This is an optimization exercise on Yosys and OpenROAD, whose aim is small area, not a production implementation.
Only simulation tests tie the RTL to the original design; equivalence was not proved.
Power is estimated from default activity; no workload was simulated.

==> inputs of trial 27 <==
// window_gen_kxk
module window_gen_kxk #(
    parameter int unsigned DATA_WIDTH = 32,
    parameter int unsigned IMG_WIDTH  = 34,
    parameter int unsigned IMG_HEIGHT = 34,
    parameter int unsigned K          = 3,
    parameter int unsigned STRIDE     = 1
) (
    input  logic                      clk,
    input  logic                      resetn,
    input  logic                      data_valid_in,
    input  logic [DATA_WIDTH-1:0]     data_in,
    output logic [K*K*DATA_WIDTH-1:0] window_out,
    output logic                      valid_out,
    output logic                      frame_done
);
    localparam int unsigned CW = $clog2(IMG_WIDTH);
    localparam int unsigned RW = $clog2(IMG_HEIGHT);
    localparam int unsigned NS = (K - 1) * IMG_WIDTH + K;
    localparam logic [CW-1:0] COL_MAX     = CW'(IMG_WIDTH - 1);
    localparam logic [CW-1:0] COL_FIRST   = CW'(K - 1);
    localparam logic [CW-1:0] COL_LAST_AL = CW'(cnn_pkg::last_aligned(IMG_WIDTH, K, STRIDE));
    localparam logic [RW-1:0] ROW_MAX     = RW'(IMG_HEIGHT - 1);
    localparam logic [RW-1:0] ROW_FIRST   = RW'(K - 1);
    localparam logic [RW-1:0] ROW_LAST_AL = RW'(cnn_pkg::last_aligned(IMG_HEIGHT, K, STRIDE));
    localparam logic          PH_MAX      = 1'(STRIDE - 1);
    if (!cnn_pkg::is_legal_k(K)) begin : g_bad_k
        $error("window_gen_kxk: K must be 3 or 5");
    end
    if (!cnn_pkg::is_legal_stride(STRIDE)) begin : g_bad_stride
        $error("window_gen_kxk: STRIDE must be 1 or 2");
    end
    if (IMG_WIDTH < K) begin : g_bad_width
  ...
==> module window_gen_kxk, before the edit <==
module window_gen_kxk #(
    parameter int unsigned DATA_WIDTH = 32,
    parameter int unsigned IMG_WIDTH  = 34,
    parameter int unsigned IMG_HEIGHT = 34,
    parameter int unsigned K          = 3,
    parameter int unsigned STRIDE     = 1
) (
    input  logic                      clk,
    input  logic                      resetn,
    input  logic                      data_valid_in,
    input  logic [DATA_WIDTH-1:0]     data_in,
    output logic [K*K*DATA_WIDTH-1:0] window_out,
    output logic                      valid_out,
    output logic                      frame_done
);
    localparam int unsigned CW = $clog2(IMG_WIDTH);
    localparam int unsigned RW = $clog2(IMG_HEIGHT);
    localparam int unsigned NS = (K - 1) * IMG_WIDTH + K;
    localparam logic [CW-1:0] COL_MAX     = CW'(IMG_WIDTH - 1);
    localparam logic [CW-1:0] COL_FIRST   = CW'(K - 1);
    localparam logic [CW-1:0] COL_LAST_AL = CW'(cnn_pkg::last_aligned(IMG_WIDTH, K, STRIDE));
    localparam logic [RW-1:0] ROW_MAX     = RW'(IMG_HEIGHT - 1);
    localparam logic [RW-1:0] ROW_FIRST   = RW'(K - 1);
    localparam logic [RW-1:0] ROW_LAST_AL = RW'(cnn_pkg::last_aligned(IMG_HEIGHT, K, STRIDE));
    localparam logic          PH_MAX      = 1'(STRIDE - 1);
    if (!cnn_pkg::is_legal_k(K)) begin : g_bad_k
        $error("window_gen_kxk: K must be 3 or 5");
    end
    if (!cnn_pkg::is_legal_stride(STRIDE)) begin : g_bad_stride
        $error("window_gen_kxk: STRIDE must be 1 or 2");
    end
    if (IMG_WIDTH < K) begin : g_bad_width
        $error("window_gen_kxk: IMG_WIDTH must be at least K");
    end
    if (IMG_HEIGHT < K) begin : g_bad_height
        $error("window_gen_kxk: IMG_HEIGHT must be at least K");
    end
    function automatic logic ph_step(input logic ph);
        ph_step = (ph == PH_MAX) ? 1'b0 : ph + 1'b1;
    endfunction
    logic                      accept;
    logic                      emit;
    logic                      frame_end;
    logic [CW-1:0]             col;
    logic [RW-1:0]             row;
    logic                      col_ph;
    logic                      row_ph;
    logic [NS*DATA_WIDTH-1:0]  stages;
    logic                      valid_q;
    logic                      frame_done_q;
    assign accept = data_valid_in;
    row_delay #(
        .DEPTH (NS),
        .WIDTH (DATA_WIDTH)
    ) u_line (
        .clk    (clk),
        .en     (accept),
        .din    (data_in),
        .stages (stages)
    );
    function automatic logic at_max_c(input logic [CW-1:0] v);
        at_max_c = &(v | ~COL_MAX);
    endfunction
    function automatic logic at_max_r(input logic [RW-1:0] v);
        at_max_r = &(v | ~ROW_MAX);
    endfunction
    logic col_wrap;
    logic row_wrap;
    assign col_wrap = at_max_c(col);
    assign row_wrap = at_max_r(row);
    always_ff @(posedge clk or negedge resetn) begin
        if (!resetn) begin
            col    <= '0;
            row    <= '0;
            col_ph <= 1'b0;
            row_ph <= 1'b0;
        end else if (accept) begin
            if (col_wrap) begin
                col    <= '0;
                col_ph <= 1'b0;
                if (row_wrap) begin
                    row    <= '0;
                    row_ph <= 1'b0;
                end else begin
                    row    <= row + 1'b1;
                    row_ph <= (row >= ROW_FIRST) ? ph_step(row_ph) : 1'b0;
                end
            end else begin
                col    <= col + 1'b1;
                col_ph <= (col >= COL_FIRST) ? ph_step(col_ph) : 1'b0;
            end
        end
    end
    assign emit = accept && (row >= ROW_FIRST) && (col >= COL_FIRST)
                  && (col_ph == 1'b0) && (row_ph == 1'b0);
    assign frame_end = emit
                       && ((ROW_LAST_AL == ROW_MAX) ? row_wrap : (row == ROW_LAST_AL))
                       && ((COL_LAST_AL == COL_MAX) ? col_wrap : (col == COL_LAST_AL));
    always_comb begin
        for (int unsigned j = 0; j < K; j++) begin
            for (int unsigned i = 0; i < K; i++) begin
                window_out[cnn_pkg::slot_index(j, i, K)*DATA_WIDTH +: DATA_WIDTH] =
                    stages[((K-1-j)*IMG_WIDTH + (K-1-i))*DATA_WIDTH +: DATA_WIDTH];
            end
        end
    end
    always_ff @(posedge clk or negedge resetn) begin
        if (!resetn) begin
            valid_q      <= 1'b0;
            frame_done_q <= 1'b0;
        end else begin
            valid_q      <= emit;
            frame_done_q <= frame_end;
        end
    end
    assign valid_out  = valid_q;
    assign frame_done = frame_done_q;
endmodule
clock: 3.0 ns
lec_check: 0
cap_margin: 20
core_margin: 2
core_utilization: 70
place_density: 0.8
slew_margin: 20
standard.sh (not shown) runs the stock make flow with config.mk's settings and CLKGATE_MAP_FILE= SYNTH_SCRIPT=/design/flow/synth_recipe.tcl, a recipe that flattens the netlist after the stock synthesis.
==> flow/flow/run.sh <==
#!/bin/bash
set -euo pipefail
cd "$(dirname "$0")/.."
export BUFFER_PORTS_ARGS="-buffer_cell sky130_fd_sc_hd__buf_1"
export PRE_RESIZE_TCL="$PWD/flow/pre_resize.tcl"
export POST_GLOBAL_PLACE_TCL="$PWD/flow/post_gp.tcl"
export CTS_ARGS="-sink_clustering_enable -repair_clock_nets -dont_use_dummy_load -buf_list {sky130_fd_sc_hd__clkbuf_4} -sink_clustering_size 12 -sink_clustering_max_diameter 40"
bash standard.sh > standard_flow.log 2>&1
==> flow/flow/post_gp.tcl <==
# The data and reset inputs arrive early enough to need hold padding after
# CTS anyway; make their port buffers delay-gate buffers so that the
# padding is the port buffer itself rather than an extra cell.
foreach port [get_ports {data_in[*] resetn}] {
  foreach pin [get_pins -quiet -of [get_nets -of $port] -filter "direction==input"] {
    set inst [get_cells -of $pin]
    if {[get_property [get_lib_cells -of $inst] name] eq "sky130_fd_sc_hd__buf_1"} {
      replace_cell $inst sky130_fd_sc_hd__dlygate4sd3_1
    }
  }
}
==> flow/flow/pre_resize.tcl <==
# Before the standard repair_design: take out the buffer tree that
# timing-driven global placement built on the high-fanout enable net, so
# repair_design rebuilds it (smaller). Port buffers are kept: their output
# nets are marked dont_touch while buffers are removed.
set port_bufs [get_cells -quiet {input* output*}]
set port_nets [get_nets -of [get_pins -of $port_bufs -filter "direction==output"]]
set_dont_touch $port_nets
remove_buffers
unset_dont_touch $port_nets
==> build 36: changes against trial 27 <==
==> flow/flow/post_gp.tcl (replaced) <==
# The data and reset inputs arrive early enough to need hold padding after
# CTS anyway; make their port buffers delay-gate buffers so that the
# padding is the port buffer itself rather than an extra cell.
foreach inst [get_cells input*] {
  set net [get_full_name [get_nets -of [get_pins -of $inst -filter "direction==input"]]]
  if {[string match {data_in*} $net] || $net eq "resetn"} {
    if {[get_property [get_lib_cells -of $inst] name] eq "sky130_fd_sc_hd__buf_1"} {
      replace_cell $inst sky130_fd_sc_hd__dlygate4sd3_1
    }
  }
}
==> build 2: changes against trial 27 <==
--- a/flow/design.v
+++ b/flow/design.v
@@ -107,16 +107,6 @@
         .din    (data_in),
         .stages (stages)
     );
-    function automatic logic at_max_c(input logic [CW-1:0] v);
-        at_max_c = &(v | ~COL_MAX);
-    endfunction
-    function automatic logic at_max_r(input logic [RW-1:0] v);
-        at_max_r = &(v | ~ROW_MAX);
-    endfunction
-    logic col_wrap;
-    logic row_wrap;
-    assign col_wrap = at_max_c(col);
-    assign row_wrap = at_max_r(row);
     always_ff @(posedge clk or negedge resetn) begin
         if (!resetn) begin
             col    <= '0;
@@ -124,10 +114,10 @@
             col_ph <= 1'b0;
             row_ph <= 1'b0;
         end else if (accept) begin
-            if (col_wrap) begin
+            if (col == COL_MAX) begin
                 col    <= '0;
                 col_ph <= 1'b0;
-                if (row_wrap) begin
+                if (row == ROW_MAX) begin
                     row    <= '0;
                     row_ph <= 1'b0;
                 end else begin
@@ -142,9 +132,7 @@
     end
     assign emit = accept && (row >= ROW_FIRST) && (col >= COL_FIRST)
                   && (col_ph == 1'b0) && (row_ph == 1'b0);
-    assign frame_end = emit
-                       && ((ROW_LAST_AL == ROW_MAX) ? row_wrap : (row == ROW_LAST_AL))
-                       && ((COL_LAST_AL == COL_MAX) ? col_wrap : (col == COL_LAST_AL));
+    assign frame_end = emit && (row == ROW_LAST_AL) && (col == COL_LAST_AL);
     always_comb begin
         for (int unsigned j = 0; j < K; j++) begin
             for (int unsigned i = 0; i < K; i++) begin
==> flow/flow/run.sh (replaced) <==
#!/bin/bash
set -euo pipefail
cd "$(dirname "$0")/.."
export BUFFER_PORTS_ARGS="-buffer_cell sky130_fd_sc_hd__buf_1"
export PRE_RESIZE_TCL="$PWD/flow/pre_resize.tcl"
export CTS_ARGS="-sink_clustering_enable -repair_clock_nets -dont_use_dummy_load -buf_list {sky130_fd_sc_hd__clkbuf_4} -sink_clustering_size 12 -sink_clustering_max_diameter 40"
bash standard.sh > standard_flow.log 2>&1
removed: flow/flow/post_gp.tcl
==> results by group <==
Status
  – Status: aborted with a tool error
  – Fail Step: global placement
  – Error msg: [ERROR STA-0100] unsupported object type Port.

Floorplan
  – Initial Utilization: 70.7%
  – Chip width: 322 um
  – Die Ht: 322 um

Synthesis
  – Syn Area/Cell: 26.9 um2
  – Synth top area cells: edfxtp_1 (95%), buf_4 (3.1%), dfxtp_1 (0.91%), dfrtp_1 (0.50%), ha_1 (0.071%)
  – Simple-gate portion of the synthesized area: 0.225%
  – Synthesized area: 70800 um2
Source of the figures above: trial 27

==> results by group <==
Synthesis
  – Synth top area cells: edfxtp_1 (95%), buf_4 (3.1%), dfxtp_1 (0.90%), dfrtp_1 (0.49%), ha_1 (0.11%)
  – Syn Area/Cell: 26.9 um2
  – Simple-gate portion of the synthesized area: 0.230%
  – Synthesized area: 70800 um2
  – Area leader, netlist: edfxtp_1

Floorplan
  – Chip width: 322 um
  – Initial Utilization: 70.7%
  – I/O pins: 325

Status
  – Status: no timing/DRC/antenna violations

GRT
  – GRT Max-Usage Layer: met2

Power
  – Sw Ratio: 19.4%

Finish
  – Ant diodes: 8
Source of the figures above: build 2

==> results by group <==
Power
  – Final Total Pwr: 50.4 mW
  – Comb pwr share: 2.2%
  – Clock Power Share: 22.9%

Floorplan
  – Core footprint: 100000 um2
  – Die Ht: 322 um

Synthesis
  – Synthesized area: 70800 um2
  – Simple-gate portion of the synthesized area: 0.225%
  – Synth top area cells: edfxtp_1 (95%), buf_4 (3.1%), dfxtp_1 (0.91%), dfrtp_1 (0.50%), ha_1 (0.071%)

Critical path
  – Levels on crit path: 5

Status
  – Status: no timing/DRC/antenna violations

Clock tree
  – Sink Count: 2286

STA
  – Slew at the pin closest to its max-slew limit: 877 ps
  – Crit path time final: 2750 ps

Finish
  – Num sequential: 2286
Source of the figures above: build 36

[port drivers added, routing unchanged]
The flow's constraints put no driver on any port. The routed layouts listed below were extracted and timed again, unchanged, in two steps.
Step 1 (the two cells are an assumption about what drives the block):
set clk [get_ports {clk}]
set_driving_cell -lib_cell sky130_fd_sc_hd__clkbuf_16 $clk
set_driving_cell -lib_cell sky130_fd_sc_hd__buf_2 [delete_from_list [all_inputs] $clk]
Step 2 also shifts input and output timing later by t, the mid clock arrival at the registers, as if the neighbouring blocks saw the same clock.
Three values: ideal ports, drivers, drivers and shift; two values: the first two.
run | shift t [ns] | setup WS [ns] | worst register clock-pin slew, ns | pins driven straight from the clock port
build 36 | 1.129 | 0.251 / 0.298 / -0.831 | 0.12 / 0.12 | 1
build 2 | 1.139 | 0.579 / 0.508 / -0.295 | 0.12 / 0.12 | 1
With both steps, setup timing fails in build 36 and build 2, where it was met with ideal ports. For build 36, which loses most, drivers alone change the setup slack by +0.047 ns; drivers and shift together by -1.082 ns.
